This is an optimization exercise on Yosys and OpenROAD, whose aim is small area, a short achievable clock period and few clock cycles, not a production implementation. RTL that was checked went through simulation tests only; none was proved equivalent to the original.

## surfaceUnit
module surfaceUnit #(
    parameter int FRAC_BITS   = 16,
    parameter int CHECKER_BIT = 18
) (
    input  logic        clk,
    input  logic        resetn,
    input  logic        addInput,
    input  surfacePkg::fixedT       rayOrigX,
    input  surfacePkg::fixedT       rayOrigY,
    input  surfacePkg::fixedT       rayOrigZ,
    input  surfacePkg::fixedT       rayDirX,
    input  surfacePkg::fixedT       rayDirY,
    input  surfacePkg::fixedT       rayDirZ,
    input  surfacePkg::pixelT       pixelX,
    input  surfacePkg::pixelT       pixelY,
    input  surfacePkg::bounceT      bounceLevel,
    input  surfacePkg::colorT       lastColor,
    output logic        fifoFull,
    output logic        rayStart,
    input  logic        hitValid,
    input  surfacePkg::fixedT       hitT,
    input  surfacePkg::primIndexT   hitPrim,
    input  surfacePkg::surfaceTypeT hitSurface,
    input  surfacePkg::colorT       hitColor,
    input  logic        candDone,
    input  logic        outputFull,
    output logic        valid,
    output surfacePkg::colorT       outColor,
    output surfacePkg::surfaceTypeT outSurface,
    output surfacePkg::primIndexT   outPrim,
    output surfacePkg::fixedT       hitPosX,
    output surfacePkg::fixedT       hitPosY,
    output surfacePkg::fixedT       hitPosZ,
    output surfacePkg::fixedT       shadowDirX,
    output surfacePkg::fixedT       shadowDirY,
    output surfacePkg::fixedT       shadowDirZ,
    output surfacePkg::pixelT       outPixelX,
    output surfacePkg::pixelT       outPixelY,
    output surfacePkg::bounceT      outBounce,
    output surfacePkg::colorT       outLastColor,
    input  logic        cfgWrite,
    input  surfacePkg::cfgAddrT     cfgAddr,
    input  logic [31:0] cfgData
);
export LEC_CHECK = 0
export ABC_CLOCK_PERIOD_IN_PS = 3000
export CAP_MARGIN = 20
export CORE_MARGIN = 2
export CORE_UTILIZATION = 40
export PLACE_DENSITY = 0.6
export SLEW_MARGIN = 20
create_clock -name core_clock -period 11.0 [get_ports {clk}]
standard.sh (not shown) runs the stock make flow with config.mk's settings and CLKGATE_MAP_FILE= SYNTH_SCRIPT=/design/flow/synth_recipe.tcl, a recipe that flattens the netlist after the stock synthesis.
==> flow/flow/run.sh <==
#!/bin/bash
# Standard layout, with timing repair aiming for extra setup slack
# (the clock period and constraints are the design's, unchanged).
set -o pipefail
cp standard.sh standard_sh_copy.log 2>/dev/null
export SETUP_SLACK_MARGIN=8
bash standard.sh > standard_flow.log 2>&1
The first run produced a clean layout.
Testbench counts at the start, summed over its fixed seeds: cycles 9,983.
Rerun with:
--- a/flow/flow/run.sh
+++ b/flow/flow/run.sh
@@ -5,3 +5,5 @@
 cp standard.sh standard_sh_copy.log 2>/dev/null
-export SETUP_SLACK_MARGIN=8
+export SETUP_SLACK_MARGIN=7
+# Port buffers: the smallest plain buffer instead of the default pick
+export BUFFER_PORTS_ARGS="-buffer_cell sky130_fd_sc_hd__buf_1"
 bash standard.sh > standard_flow.log 2>&1
Outcome:
- sequential share of layout area went up by 6.6 points
- cell area falls by 13%
- fmax rises by 0.37%
- sequential cell count stays the same
- routed wire length decreases by 14%
- cell count went down by 4.6%
- count of clock-buffer cells in the layout fell by 3
- core utilization shrinks by 6.8 points
- via count is lower by 7.2%
Rerun with:
Settings changed: CORE_UTILIZATION 40 to 58, CTS_BUF_LIST set to sky130_fd_sc_hd__clkbuf_4 sky130_fd_sc_hd__clkbuf_8, PLACE_DENSITY 0.6 to 0.72.
Final area drops by 1.5%.
Worst setup slack loses 0.011 ns.
Rerun with:
==> flow/run.sh (new file) <==
#!/bin/bash
# synth_recipe.tcl (not shown) runs the flow's synth.tcl, then flattens the netlist and writes it again
# the make line also repeats each setting of config.mk as NAME=value (left out here)
make -C /OpenROAD-flow-scripts/flow DESIGN_CONFIG=/design/flow/config.mk WORK_HOME=/design/flow/orfs CLKGATE_MAP_FILE= SYNTH_SCRIPT=/design/flow/synth_recipe.tcl finish
Settings changed: CORE_UTILIZATION 58 to 40, CTS_BUF_LIST sky130_fd_sc_hd__clkbuf_4 sky130_fd_sc_hd__clkbuf_8 to not set, PLACE_DENSITY 0.72 to 0.6, SETUP_SLACK_MARGIN set to 5.
removed: flow/flow/run.sh
removed: flow/standard.sh
Result:
- The new run finished clean
- worst setup slack got worse by 0.24 ns
- wire length grows by 9.3%
- core utilization went down by 18 points
- global-route usage goes down by 6.9 points
- non-clock buffer count went down by 16
- die area went up by about 44%
- fmax decreases by about 5.6%
- final area increases by about 6%
- register-to-register slack got worse by 0.24 ns
Rerun with:
==> flow/flow/run.sh (new file) <==
#!/bin/bash
# Standard layout, with timing repair aiming for extra setup slack
# (the clock period and constraints are the design's, unchanged).
set -o pipefail
cp standard.sh standard_sh_copy.log 2>/dev/null
export SETUP_SLACK_MARGIN=7
# Port buffers: the smallest plain buffer instead of the default pick
export BUFFER_PORTS_ARGS="-buffer_cell sky130_fd_sc_hd__buf_1"
bash standard.sh > standard_flow.log 2>&1
==> flow/standard.sh (new file) <==
#!/bin/bash
# synth_recipe.tcl (not shown) runs the flow's synth.tcl, then flattens the netlist and writes it again
# the make line also repeats each setting of config.mk as NAME=value (left out here)
make -C /OpenROAD-flow-scripts/flow DESIGN_CONFIG=/design/flow/config.mk WORK_HOME=/design/flow/orfs CLKGATE_MAP_FILE= SYNTH_SCRIPT=/design/flow/synth_recipe.tcl "${@:-finish}"
Settings changed: CORE_UTILIZATION 40 to 58, CTS_CLUSTER_DIAMETER set to 80, CTS_CLUSTER_SIZE set to 30, PLACE_DENSITY 0.6 to 0.72, SETUP_SLACK_MARGIN 5 to not set.
removed: flow/run.sh
Routed wire length drops by roughly a tenth. Via count shrinks slightly. First-iteration DRC count went up by a quarter to a third. Final cell count went down by roughly a tenth. Worst setup slack improves by 0.23 ns.
Rerun with:
Settings changed: ABC_AREA set to 1, ABC_CLOCK_PERIOD_IN_PS 3000 to not set, CTS_CLUSTER_DIAMETER 80 to not set, CTS_CLUSTER_SIZE 30 to not set.
Outcome: Setup slack gets better by 0.088 ns. Design area grows by 4.1%. Global-route usage goes up by 1.6 points. Flip-flop and latch count stays the same. Core utilization grows by 1.8 points. Routed wire length went up by about 6%. Synthesized cell count climbs by 17%.

---

## build 62
surfaceUnit, a different RTL version from the one above (not shown whole).
For scale: roughly 4900 cells after synthesis, ~660 I/O pins, about 0.071 mm2 of cells after synthesis.
Design surfaceUnit, start of the top module:
module surfaceUnit #(
    parameter int FRAC_BITS   = 16,
    parameter int CHECKER_BIT = 18
) (
    input  logic        clk,
    input  logic        resetn,
    input  logic        addInput,
    input  surfacePkg::fixedT       rayOrigX,
    input  surfacePkg::fixedT       rayOrigY,
    input  surfacePkg::fixedT       rayOrigZ,
    input  surfacePkg::fixedT       rayDirX,
    input  surfacePkg::fixedT       rayDirY,
    input  surfacePkg::fixedT       rayDirZ,
    input  surfacePkg::pixelT       pixelX,
    input  surfacePkg::pixelT       pixelY,
    input  surfacePkg::bounceT      bounceLevel,
    input  surfacePkg::colorT       lastColor,
    output logic        fifoFull,
    output logic        rayStart,
    input  logic        hitValid,
    input  surfacePkg::fixedT       hitT,
    input  surfacePkg::primIndexT   hitPrim,
    input  surfacePkg::surfaceTypeT hitSurface,
    input  surfacePkg::colorT       hitColor,
    input  logic        candDone,
    input  logic        outputFull,
    output logic        valid,
    output surfacePkg::colorT       outColor,
    output surfacePkg::surfaceTypeT outSurface,
    output surfacePkg::primIndexT   outPrim,
    output surfacePkg::fixedT       hitPosX,
    output surfacePkg::fixedT       hitPosY,
    output surfacePkg::fixedT       hitPosZ,
    output surfacePkg::fixedT       shadowDirX,
    output surfacePkg::fixedT       shadowDirY,
    output surfacePkg::fixedT       shadowDirZ,
    output surfacePkg::pixelT       outPixelX,
    output surfacePkg::pixelT       outPixelY,
    output surfacePkg::bounceT      outBounce,
    output surfacePkg::colorT       outLastColor,
    input  logic        cfgWrite,
    input  surfacePkg::cfgAddrT     cfgAddr,
    input  logic [31:0] cfgData
);
clock: 11.0 ns
lec_check: 0
abc_clock_period_in_ps: 3000
cap_margin: 20
core_margin: 2
core_utilization: 40
place_density: 0.6
slew_margin: 20
==> flow/flow/run.sh <==
#!/bin/bash
# Standard layout, with timing repair aiming for extra setup slack
# (the clock period and constraints are the design's, unchanged).
set -o pipefail
cp standard.sh standard_sh_copy.log 2>/dev/null
export SETUP_SLACK_MARGIN=7
# Port buffers: the smallest plain buffer instead of the default pick
export BUFFER_PORTS_ARGS="-buffer_cell sky130_fd_sc_hd__buf_1"
bash standard.sh > standard_flow.log 2>&1
Build 62 finished every step from synthesis to the final layout, and the layout passed the timing, DRC and antenna checks.
[inputs] build 3 vs build 62
--- a/flow/flow/run.sh
+++ b/flow/flow/run.sh
@@ -4,5 +4,5 @@
 set -o pipefail
 cp standard.sh standard_sh_copy.log 2>/dev/null
-export SETUP_SLACK_MARGIN=7
+export SETUP_SLACK_MARGIN=7.6
 # Port buffers: the smallest plain buffer instead of the default pick
 export BUFFER_PORTS_ARGS="-buffer_cell sky130_fd_sc_hd__buf_1"
==> notes.md <==
- Build 3 reached the end of the flow, and the finished layout is clean on the timing, DRC and antenna checks.
- From build 62 to build 3 the numbers moved as follows: worst setup margin now larger; share of layout cells above drive strength 1 now larger.
- Looking at required arrival time at the worst endpoint across build 3 and build 62, the one that comes out lower is build 3.
No functional check of the RTL was part of any run of this note.

---

surfaceUnit with an RTL version that a note above also has.
For scale: ~4700 cells after synthesis, about 1500 flip-flops, about 660 I/O pins.
clock: 11.0 ns
lec_check: 0
abc_clock_period_in_ps: 3000
cap_margin: 20
core_margin: 2
core_utilization: 58
place_density: 0.72
slew_margin: 20
==> flow/flow/run.sh <==
#!/bin/bash
# Standard layout, with timing repair aiming for extra setup slack
# (the clock period and constraints are the design's, unchanged).
set -o pipefail
cp standard.sh standard_sh_copy.log 2>/dev/null
export SETUP_SLACK_MARGIN=7
# Port buffers: the smallest plain buffer instead of the default pick
export BUFFER_PORTS_ARGS="-buffer_cell sky130_fd_sc_hd__buf_1"
bash standard.sh > standard_flow.log 2>&1
Testbench counts at the start, summed over its fixed seeds: cycles 9,983.
Rerun with:
==> flow/flow/run.sh (replaced) <==
#!/bin/bash
# Standard layout, with timing repair aiming for extra setup slack
# (the clock period and constraints are the design's, unchanged).
set -o pipefail
cp standard.sh standard_sh_copy.log 2>/dev/null
export SETUP_SLACK_MARGIN=7
bash standard.sh > standard_flow.log 2>&1
Settings changed: CORE_UTILIZATION 58 to 40, PLACE_DENSITY 0.72 to 0.6.
The new run completed with no timing, DRC or antenna violations.
Die area went up by 44%.
Cell count went up by 10%.
Final area climbs by 7.2%.
Routed wire length is higher by 9.0%.
Fmax is about the same.
Flip-flop and latch count stays the same.
Synthesized area stays the same.

---

Another version of the RTL of surfaceUnit (not shown whole).
Size: ~4800 cells after synthesis, ~1500 flip-flops, about 660 I/O pins, roughly 0.068 mm2 of cells after synthesis.
Settings: LEC_CHECK=0, ABC_CLOCK_PERIOD_IN_PS=3000, CAP_MARGIN=20, CORE_MARGIN=2, CORE_UTILIZATION=58, CTS_CLUSTER_DIAMETER=75, CTS_CLUSTER_SIZE=28, PLACE_DENSITY=0.72, SLEW_MARGIN=20; clock period 11.0 ns.
==> flow/flow/run.sh <==
#!/bin/bash
# Standard layout, with timing repair aiming for extra setup slack
# (the clock period and constraints are the design's, unchanged).
set -o pipefail
cp standard.sh standard_sh_copy.log 2>/dev/null
export SETUP_SLACK_MARGIN=7
# Port buffers: the smallest plain buffer instead of the default pick
export BUFFER_PORTS_ARGS="-buffer_cell sky130_fd_sc_hd__buf_1"
bash standard.sh > standard_flow.log 2>&1
Testbench counts at the start, summed over its fixed seeds: cycles 9,983.
Next try:
==> flow/run.sh (new file) <==
#!/bin/bash
# synth_recipe.tcl (not shown) runs the flow's synth.tcl, then flattens the netlist and writes it again
# the make line also repeats each setting of config.mk as NAME=value (left out here)
make -C /OpenROAD-flow-scripts/flow DESIGN_CONFIG=/design/flow/config.mk WORK_HOME=/design/flow/orfs CLKGATE_MAP_FILE= SYNTH_SCRIPT=/design/flow/synth_recipe.tcl finish
- CORE_UTILIZATION: 58 -> 40
- CTS_CLUSTER_DIAMETER: 75 -> unset
- CTS_CLUSTER_SIZE: 28 -> unset
- PLACE_DENSITY: 0.72 -> 0.6
- SETUP_SLACK_MARGIN: unset -> 5
removed: flow/flow/run.sh
removed: flow/standard.sh
After rerunning:
- fmax decreases by 21%
- worst hold slack is about the same
- core utilization goes down by 17 points
- wire length climbs by 8.1%
- clock skew decreases by 11 ps
- sequential share of layout area fell by 3.9 points

## separate check: timing with driven ports
In the flow no input, the clock included, has a driving cell. The finished layouts below were timed again as built, in two steps.
Step 1 (the two cells are an assumption about what drives the block):
set clk [get_ports {clk}]
set_driving_cell -lib_cell sky130_fd_sc_hd__clkbuf_16 $clk
set_driving_cell -lib_cell sky130_fd_sc_hd__buf_2 [delete_from_list [all_inputs] $clk]
Step 2 also shifts input and output timing later by t, the mid clock arrival at the registers, as if the neighbouring blocks saw the same clock.
Slacks: ideal / step 1 / step 2; pairs: ideal / step 1.
| run | t, ns | setup WS [ns] | hold slack, ns | clock arrival spread, ns | cell pins on the clock port's net |
|---|---|---|---|---|---|
| the first run of note 1 | 0.885 | 6.956 / 6.956 / 6.956 | 0.399 / 0.399 / 0.399 | 0.065 / 0.065 | 1 |
| the second run of note 1 | 0.889 | 6.971 / 6.971 / 6.585 | 0.403 / 0.403 / 0.403 | 0.070 / 0.070 | 1 |
| the third run of note 1 | 0.994 | 6.960 / 6.960 / 6.909 | 0.399 / 0.399 / 0.399 | 0.089 / 0.090 | 1 |
| the fourth run of note 1 | 0.866 | 6.719 / 6.719 / 6.647 | 0.410 / 0.410 / 0.410 | 0.040 / 0.040 | 1 |
| the fifth run of note 1 | 0.748 | 6.948 / 6.948 / 6.922 | 0.413 / 0.413 / 0.413 | 0.054 / 0.055 | 1 |
| the sixth run of note 1 | 0.846 | 7.036 / 7.036 / 6.574 | 0.408 / 0.408 / 0.408 | 0.056 / 0.056 | 1 |
| build 62 | 0.904 | 7.114 / 7.114 / 6.828 | 0.327 / 0.327 / 0.327 | 0.082 / 0.082 | 1 |
| build 3 | 0.889 | 7.359 / 7.273 / 6.986 | 0.327 / 0.327 / 0.327 | 0.085 / 0.085 | 1 |
| the first run of note 3 | 0.827 | 7.003 / 7.003 / 6.893 | 0.389 / 0.389 / 0.389 | 0.070 / 0.070 | 1 |
| the second run of note 3 | 0.879 | 7.006 / 6.980 / 6.647 | 0.402 / 0.402 / 0.402 | 0.042 / 0.042 | 1 |
| the first run of note 4 | 0.773 | 7.038 / 7.038 / 6.567 | 0.412 / 0.412 / 0.412 | 0.062 / 0.062 | 1 |
| the second run of note 4 | 0.882 | 5.990 / 5.990 / 5.990 | 0.410 / 0.410 / 0.410 | 0.051 / 0.050 | 1 |
After both steps every run listed still meets setup and hold. The setup slack of the first run of note 4, which loses most, moves by 0.000 ns with the drivers and by -0.471 ns with both steps. The worst setup slack also covers recovery checks on asynchronous resets.
